From an optimization exercise on the open Yosys and OpenROAD flow, aimed at small area, a short achievable clock period and few clock cycles per item; shortcuts taken in it are not production practice. Only simulation tests tie the RTL to the original design; equivalence was not proved.

== v6 ==
==> flow/design.v (excerpt) <==
module epoch_seconds_to_calendar_unit (
  input  logic                            clk,
  input  logic                            rst_n,
  input  logic                            cfg_wr_en,
  input  logic signed [esc_pkg::TZ_W-1:0] cfg_wr_data,
  input  logic                            in_valid,
  output logic                            in_ready,
  input  logic [esc_pkg::EPOCH_W-1:0]     in_epoch_seconds,
  output logic                            out_valid,
  input  logic                            out_ready,
  output logic                            out_valid_res,
  output logic [5:0]                      out_second,
  output logic [5:0]                      out_minute,
  output logic [4:0]                      out_hour,
  output logic [4:0]                      out_day_of_month,
  output logic [3:0]                      out_month,
  output logic [11:0]                     out_year,
  output logic [2:0]                      out_weekday,
  output logic [8:0]                      out_day_of_year
);
  logic adv;
  esc_ctrl #(.STAGES(6)) u_ctrl (
  ...
Size: about 1,600 cells after synthesis, ~95 I/O pins, about 19,000 um2 of cells after synthesis.
export LEC_CHECK = 0
export CAP_MARGIN = 20
export CORE_MARGIN = 2
export CORE_UTILIZATION = 40
export SETUP_SLACK_MARGIN = 4.5
export SLEW_MARGIN = 20
create_clock -name core_clock -period 10.0 [get_ports {clk}]
run.sh (not shown) runs the stock make flow with config.mk's settings and CLKGATE_MAP_FILE= SYNTH_SCRIPT=/design/flow/synth_recipe.tcl, a recipe that flattens the netlist after the stock synthesis.
Every stage of the flow completed for v6, and the final layout passed the timing, DRC and antenna checks.
Testbench counts of v6, summed over its fixed seeds: cycles 2,632, items 2,560.
The following lists how v7 was set up differently from v6:
- SETUP_SLACK_MARGIN now 5, was 4.5
--- outcome ---
Clock network contribution to total cell area across v6 and v7: no real change.
Relative to v6, the non-clock buffer count measured on v7 has increased by more than half.
From v7 to v6, total of buffers placed on input and output ports did not move at all.
Compared with v6, v7 shows a worst setup slack before clock tree synthesis that is 0.60 ns higher.
Compared with v6, v7 shows a lower worst slew slack as a fraction of its limit.
Average wire length per cell after detail routing for v7 is higher than for v6.
Worst reg-to-reg path cell count (v7 vs. v6) increases by a few percent
In the tables for v6 and v7, area of the multi-input gates reads higher with v7.
Of v6 and v7, v6 shows the lower register-to-register slack, with v7 above it.
Measured against each other, v6 and v7 differ in number of clock buffers in the layout, the higher figure coming from v7.

job 101:
epoch_seconds_to_calendar_unit, a different RTL version from the one above (not shown whole).
Size in the first run: about 260 flip-flops, about 95 I/O pins.
clock: 10.0 ns
lec_check: 0
cap_margin: 20
core_margin: 2
core_utilization: 40
cts_cluster_diameter: 80
cts_cluster_size: 28
setup_slack_margin: 4.5
slew_margin: 20
standard.sh (not shown) runs the stock make flow with config.mk's settings and CLKGATE_MAP_FILE= SYNTH_SCRIPT=/design/flow/synth_recipe.tcl, a recipe that flattens the netlist after the stock synthesis.
==> flow/flow/run.sh <==
#!/bin/bash
set -e
bash standard.sh "BUFFER_PORTS_ARGS=-buffer_cell sky130_fd_sc_hd__buf_1" SETUP_SLACK_MARGIN=5.0 finish > standard.log 2>&1
Job 101 ended with every stage complete and zero timing, DRC or antenna violations.
Testbench counts of job 101, summed over its fixed seeds: cycles 2,632, items 2,560.
#### Input delta (job 102 over job 101)
==> flow/flow/run.sh <==
#!/bin/bash
set -e
bash standard.sh "BUFFER_PORTS_ARGS=-buffer_cell sky130_fd_sc_hd__buf_1" SETUP_SLACK_MARGIN=5.2 finish > standard.log 2>&1
Results
Job 102 finished end to end and its layout was clean on timing, DRC and antenna.
Job 102 has utilization above what job 101 had.
Job 102 vs. job 101: total length of routed wires shows an increase of about 0.8%, time the final worst path needs with I/O delays and setup shows a reduction of 0.045 ns.
Between job 102 and job 101, it is job 102 whose highest clock frequency the design can meet is higher, by 0.94%.
In job 102 the first-iteration DRC count turned out 5 higher than in job 101.
Job 102 vs job 101 — area occupied by multi-input gates climbed slightly
Looking at area of all placed cells without fillers, job 102 sits 120 um2 above job 101.

Setup of alpha:
Another version of the RTL of epoch_seconds_to_calendar_unit (not shown whole).
Size: roughly 1500 cells after synthesis, ~240 flip-flops, ~95 I/O pins, about 18000 sq um of cells after synthesis.
make LEC_CHECK=0 CAP_MARGIN=20 CORE_MARGIN=2 CORE_UTILIZATION=40 CTS_BUF_LIST='sky130_fd_sc_hd__clkbuf_4 sky130_fd_sc_hd__clkbuf_8' CTS_CLUSTER_SIZE=24 SETUP_SLACK_MARGIN=4.5 SLEW_MARGIN=20 finish   # period 10.0 ns
run.sh (not shown) runs the stock make flow with config.mk's settings and CLKGATE_MAP_FILE= SYNTH_SCRIPT=/design/flow/synth_recipe.tcl, a recipe that flattens the netlist after the stock synthesis.
Stock flow here: none of the scripts above is used.
alpha completed every stage of the flow, and the final layout passed the timing, DRC and antenna checks.
Testbench counts of alpha, summed over its fixed seeds: cycles 2,632, items 2,560.
#### Input delta (beta over alpha)
- clearing CTS_BUF_LIST, which used to be sky130_fd_sc_hd__clkbuf_4 sky130_fd_sc_hd__clkbuf_8
- clearing CTS_CLUSTER_SIZE, which used to be 24
==> flow/flow/run.sh (new file) <==
#!/bin/bash
set -e
bash standard.sh "BUFFER_PORTS_ARGS=-buffer_cell sky130_fd_sc_hd__buf_1" finish > standard.log 2>&1
==> flow/standard.sh (new file) <==
#!/bin/bash
# synth_recipe.tcl (not shown) runs the flow's synth.tcl, then flattens the netlist and writes it again
# the make line also repeats each setting of config.mk as NAME=value (left out here)
make -C /OpenROAD-flow-scripts/flow DESIGN_CONFIG=/design/flow/config.mk WORK_HOME=/design/flow/orfs CLKGATE_MAP_FILE= SYNTH_SCRIPT=/design/flow/synth_recipe.tcl "${@:-finish}"
removed: flow/run.sh
## What came out
beta vs. alpha: design area shows a reduction of 710 sq um; fraction of the core area covered by cells at the end of the flow -1.6 points; number of enable flip-flop cells after synthesis saw little to no change; post-cts gate resize count went down by 4.
Relative to beta, the following input files were edited for gamma:
- SETUP_SLACK_MARGIN now 4.0, was 4.5
==> flow/run.sh (new file) <==
#!/bin/bash
# synth_recipe.tcl (not shown) runs the flow's synth.tcl, then flattens the netlist and writes it again
# the make line also repeats each setting of config.mk as NAME=value (left out here)
make -C /OpenROAD-flow-scripts/flow DESIGN_CONFIG=/design/flow/config.mk WORK_HOME=/design/flow/orfs CLKGATE_MAP_FILE= SYNTH_SCRIPT=/design/flow/synth_recipe.tcl finish
removed: flow/flow/run.sh
removed: flow/standard.sh
### Flow results
No run among gamma and beta stopped early or left any final violation; all are clean.
Average detailed-routed wire length per instance (lower): gamma
gamma: post-CTS setup repair buffer count 1 below beta
gamma vs. beta: worst setup slack went down by 0.31 ns.
gamma ends up with a final wirelength that is about 3% lower than in beta.
Per the comparison of gamma with beta, footprint of the flip-flops and latches barely changed.
~same worst hold slack in gamma and beta
> inputs changed (gamma -> delta)
- changing SETUP_SLACK_MARGIN from 4.0 to 4.7
Findings:
Between gamma and delta, cell area increased.
Share of the cycle needed by the critical path after routing sits lower in delta than in gamma.
Going from gamma to delta, met1 track demand over resource comparable; met2 wire length now larger.
Wire: delta routes more than gamma
delta — final critical-path setup slack 0.49 ns higher, gamma as reference

Setup of v32:
Starting RTL as in the previous note.
make LEC_CHECK=0 CAP_MARGIN=20 CORE_MARGIN=2 CORE_UTILIZATION=40 SETUP_SLACK_MARGIN=4.5 SLEW_MARGIN=20 finish   # period 10.0 ns
Stock flow here: none of the scripts above is used.
In summary, v32 completed successfully, with a layout that passed the timing, DRC and antenna checks.
Testbench counts of v32, summed over its fixed seeds: cycles 2,632, items 2,560.
--- input diff v32..v1 ---
==> flow/flow/run.sh (new file) <==
#!/bin/bash
set -e
bash standard.sh SETUP_SLACK_MARGIN=5.5 finish > standard.log 2>&1
==> flow/standard.sh (new file) <==
#!/bin/bash
# synth_recipe.tcl (not shown) runs the flow's synth.tcl, then flattens the netlist and writes it again
# the make line also repeats each setting of config.mk as NAME=value (left out here)
make -C /OpenROAD-flow-scripts/flow DESIGN_CONFIG=/design/flow/config.mk WORK_HOME=/design/flow/orfs CLKGATE_MAP_FILE= SYNTH_SCRIPT=/design/flow/synth_recipe.tcl "${@:-finish}"
removed: flow/run.sh
v1 reports its classification of the worst setup path as flip-flop to flip-flop while v32 reports flip-flop to output port.
Relative to v32, portion of the clock cycle consumed by the worst path in the final layout decreased by 2.1 points in v1.
Comparing v32 and v1, the lower post-route standard cell area excluding fillers is on v32.
Compared to v32, the routing of v1 uses more wire.

RTL: one of the versions met above, not the one the previous note started from.
Size: roughly 1500 cells after synthesis, roughly 95 I/O pins, about 17000 sq um of cells after synthesis.
Settings: LEC_CHECK=0, CAP_MARGIN=20, CORE_MARGIN=2, CORE_UTILIZATION=40, CTS_CLUSTER_DIAMETER=80, CTS_CLUSTER_SIZE=28, SETUP_SLACK_MARGIN=5, SLEW_MARGIN=20; clock period 10.0 ns.
Stock flow here: none of the scripts above is used.
Testbench counts at the start, summed over its fixed seeds: cycles 2,632, items 2,560.
==> next run, changes <==
==> flow/flow/run.sh (new file) <==
#!/bin/bash
set -e
bash standard.sh "BUFFER_PORTS_ARGS=-buffer_cell sky130_fd_sc_hd__buf_1" SETUP_SLACK_MARGIN=5.2 finish > standard.log 2>&1
==> flow/standard.sh (new file) <==
#!/bin/bash
# synth_recipe.tcl (not shown) runs the flow's synth.tcl, then flattens the netlist and writes it again
# the make line also repeats each setting of config.mk as NAME=value (left out here)
make -C /OpenROAD-flow-scripts/flow DESIGN_CONFIG=/design/flow/config.mk WORK_HOME=/design/flow/orfs CLKGATE_MAP_FILE= SYNTH_SCRIPT=/design/flow/synth_recipe.tcl "${@:-finish}"
- CORE_UTILIZATION: 40 -> 55
- PLACE_DENSITY: unset -> 0.7
- SETUP_SLACK_MARGIN: 5 -> 4.5
removed: flow/run.sh
Final area decreases by a few percent.
Worst setup slack is better by 190 ps.
Via count increases slightly.
Core utilization increases by 15 points.
Die area decreases by a quarter to a third.
Final cell count decreases by a few percent.
Routed wire length decreases by a few percent.
Maximum frequency increases by a few percent.

[afterwards: timing with drivers on the ports]
How much do the figures lean on ideal ports? The routed layouts below were timed once more, with nothing changed but the port constraints.
Step 1: set_driving_cell puts a clkbuf_16 on clk and a buf_2 on each other input, an assumption about the parent block.
Step 2 also shifts input and output timing later by t, the mid clock arrival at the registers, as if the neighbouring blocks saw the same clock.
Three values: no drivers, after step 1, after step 2; two values: the first two.
run	t (ns)	setup slack, ns	worst hold slack (ns)
v6	0.613	4.557 / 4.533 / 4.533	0.415 / 0.415 / 0.415
v7	0.615	4.932 / 4.932 / 4.932	0.405 / 0.405 / 0.405
job 101	0.553	5.158 / 5.103 / 5.275	0.424 / 0.424 / 0.424
job 102	0.554	5.203 / 5.148 / 5.274	0.424 / 0.424 / 0.424
alpha	0.625	4.690 / 4.644 / 4.714	0.401 / 0.401 / 0.401
beta	0.593	4.642 / 4.642 / 4.642	0.416 / 0.416 / 0.416
gamma	0.601	4.328 / 4.280 / 4.328	0.414 / 0.414 / 0.414
delta	0.602	4.816 / 4.794 / 4.794	0.414 / 0.414 / 0.414
v32	0.601	4.684 / 4.632 / 4.732	0.414 / 0.414 / 0.414
v1	0.595	4.894 / 4.894 / 4.894	0.415 / 0.415 / 0.415
the first run of note 5	0.557	5.055 / 5.002 / 4.864	0.414 / 0.414 / 0.414
the second run of note 5	0.540	5.249 / 5.200 / 5.277	0.419 / 0.419 / 0.419
After both steps every run listed still meets setup and hold. The setup slack of the first run of note 5, which loses most, moves by -0.053 ns with the drivers and by -0.191 ns with both steps.
